Background: an optimization exercise with open tools, aiming at a short achievable clock period and few clock cycles per item. Do not read the settings as production practice. In this exercise RTL edits were held to simulation tests only and were not proved equivalent to the original. The clock port is modelled as an ideal driver; clocking choices that lean on that would not hold on a real chip. Power is estimated from default activity; no workload was simulated.

Design rv_core, start of the top module:
module rv_core (
    input  logic                    clk,
    input  logic                    arst_n,
    output logic [32-1:0]        imem_addr,
    input  logic [32-1:0]        imem_data,
    output logic [32-1:0]        dmem_addr,
    output logic [32-1:0]        dmem_wdata,
    output logic                    dmem_we,
    input  logic [32-1:0]        dmem_rdata,
    output logic                    wb_en,
    output logic [5-1:0]  wb_rd,
    output logic [32-1:0]        wb_data
);
Size: about 6,000 cells after synthesis, roughly 200 I/O pins.
clock: 11.0 ns
lec_check: 0
cap_margin: 20
core_margin: 2
core_utilization: 70
setup_slack_margin: 1.5
slew_margin: 20
synth_hierarchical: 1
standard.sh (not shown) runs the stock make flow with config.mk's settings and CLKGATE_MAP_FILE= SYNTH_SCRIPT=/design/flow/synth_recipe.tcl, a recipe that flattens the netlist after the stock synthesis.
==> flow/flow/run.sh <==
#!/bin/bash
# Standard ORFS layout with these changes:
# - adders are left to ABC (no full-adder cell extraction);
# - repair_timing aims for a setup slack far above the 11 ns clock's, and
#   may resize cells across footprints, so paths are optimised well below
#   the clock period; after CTS more repair rounds run (post_cts.tcl);
# - the clock tree is built from buf_12/buf_16 cells, with clusters of up
#   to 18 sinks within 72 um;
# - before detailed placement, the flip-flops that drive only an output
#   port's buffer are put next to that buffer (pre_dpl.tcl).
set -euo pipefail
bash standard.sh SETUP_SLACK_MARGIN=7.8 ADDER_MAP_FILE= MATCH_CELL_FOOTPRINT=0 \
  POST_CTS_TCL=$PWD/flow/post_cts.tcl PRE_DETAIL_PLACE_TCL=$PWD/flow/pre_dpl.tcl \
  "CTS_ARGS=-sink_clustering_enable -repair_clock_nets -sink_clustering_size 18 -sink_clustering_max_diameter 72 -buf_list {sky130_fd_sc_hd__buf_12 sky130_fd_sc_hd__buf_16} -root_buf sky130_fd_sc_hd__buf_16" \
  finish > standard.log 2>&1
==> flow/flow/post_cts.tcl <==
# Extra setup repair after clock tree synthesis: rounds with a growing
# margin, so the worst paths do not stop the repair of the others.
foreach m {7.2 7.4 7.6 7.8 8.0} {
  repair_timing -setup -setup_margin $m -repair_tns 100 -max_passes 100
}
detailed_placement
check_placement -verbose
estimate_parasitics -placement
report_worst_slack
==> flow/flow/pre_dpl.tcl <==
# Put each flip-flop that drives only an output port's buffer next to that
# buffer, before detailed placement legalizes the placement.
set block [ord::get_db_block]
set moved 0
foreach bterm [$block getBTerms] {
  if {[$bterm getIoType] ne "OUTPUT"} { continue }
  set net [$bterm getNet]
  if {$net eq "NULL"} { continue }
  set buf ""
  foreach it [$net getITerms] {
    if {[$it isOutputSignal]} { set buf [$it getInst] }
  }
  if {$buf eq ""} { continue }
  foreach it [$buf getITerms] {
    if {![$it isInputSignal]} { continue }
    set n2 [$it getNet]
    if {$n2 eq "NULL"} { continue }
    set drv ""
    set sinks 0
    foreach it2 [$n2 getITerms] {
      if {[$it2 isOutputSignal]} { set drv [$it2 getInst] } else { incr sinks }
    }
    if {$drv ne "" && $sinks == 1 && [[$drv getMaster] isSequential]} {
      set loc [$buf getLocation]
      $drv setLocation [lindex $loc 0] [lindex $loc 1]
      incr moved
    }
  }
}
puts "pre_dpl: moved $moved output flip-flops next to their port buffers"
Testbench counts at the start, summed over its fixed seeds: cycles 8,406, instrs 8,183.
==> next run, changes <==
==> flow/flow/run.sh (replaced) <==
#!/bin/bash
# Standard ORFS layout with these changes:
# - adders are left to ABC (no full-adder cell extraction);
# - repair_timing aims for a setup slack far above the 11 ns clock's, and
#   may resize cells across footprints, so paths are optimised well below
#   the clock period; after CTS more repair rounds run (post_cts.tcl);
# - the clock tree is built from buf_12/buf_16 cells, with clusters of up
#   to 20 sinks within 80 um;
# - before detailed placement, the flip-flops that drive only an output
#   port's buffer are put next to that buffer (pre_dpl.tcl).
set -euo pipefail
bash standard.sh SETUP_SLACK_MARGIN=8.0 ADDER_MAP_FILE= MATCH_CELL_FOOTPRINT=0 \
  POST_CTS_TCL=$PWD/flow/post_cts.tcl PRE_DETAIL_PLACE_TCL=$PWD/flow/pre_dpl.tcl \
  "CTS_ARGS=-sink_clustering_enable -repair_clock_nets -sink_clustering_size 20 -sink_clustering_max_diameter 80 -buf_list {sky130_fd_sc_hd__buf_12 sky130_fd_sc_hd__buf_16} -root_buf sky130_fd_sc_hd__buf_16" \
  finish > standard.log 2>&1
==> flow/flow/post_cts.tcl (replaced) <==
# Extra setup repair after clock tree synthesis: rounds with a growing
# margin, so the worst paths do not stop the repair of the others.
foreach m {7.4 7.6 7.8 8.0 8.2} {
  repair_timing -setup -setup_margin $m -repair_tns 100 -max_passes 100
}
detailed_placement
check_placement -verbose
estimate_parasitics -placement
report_worst_slack
Final area rose by 4.0%.
Combinational power climbs by about 10%.
Non-clock buffer count rises by 132.
Total power goes down by 0.54%.
Routed wire length came out higher by 2.6%.
Hold slack stays flat.
Clock skew hardly moves.
Clock power went down by 5.2%.
Die area is unchanged.
Setup slack is better by 0.032 ns.

separate check: timing with driven ports:
Ports are ideal in the flow. The routed layouts listed here were re-timed in OpenROAD. Step 1 (the two cells are an assumption about what drives the block):
set clk [get_ports {clk}]
set_driving_cell -lib_cell sky130_fd_sc_hd__clkbuf_16 $clk
set_driving_cell -lib_cell sky130_fd_sc_hd__buf_2 [delete_from_list [all_inputs] $clk]
Step 2 moves the port delays by t, midway between the first and last clock arrival at a register: inputs arrive t later, outputs are due t later. That takes back most of the time a late clock gives input paths. Slacks: no drivers / after step 1 / after step 2; pairs: no drivers / after step 1.
run	shift t [ns]	setup WS [ns]	worst setup path after step 2	worst register clock-pin slew, ns
the first run	0.803	7.564 / 7.476 / 6.857	input to register	0.09 / 0.09
the second run	0.798	7.596 / 7.504 / 6.846	input to register	0.10 / 0.10
After both steps setup and hold are still met in every run listed. The setup slack of the second run, which loses most, moves by -0.092 ns with the drivers and by -0.750 ns with both steps.
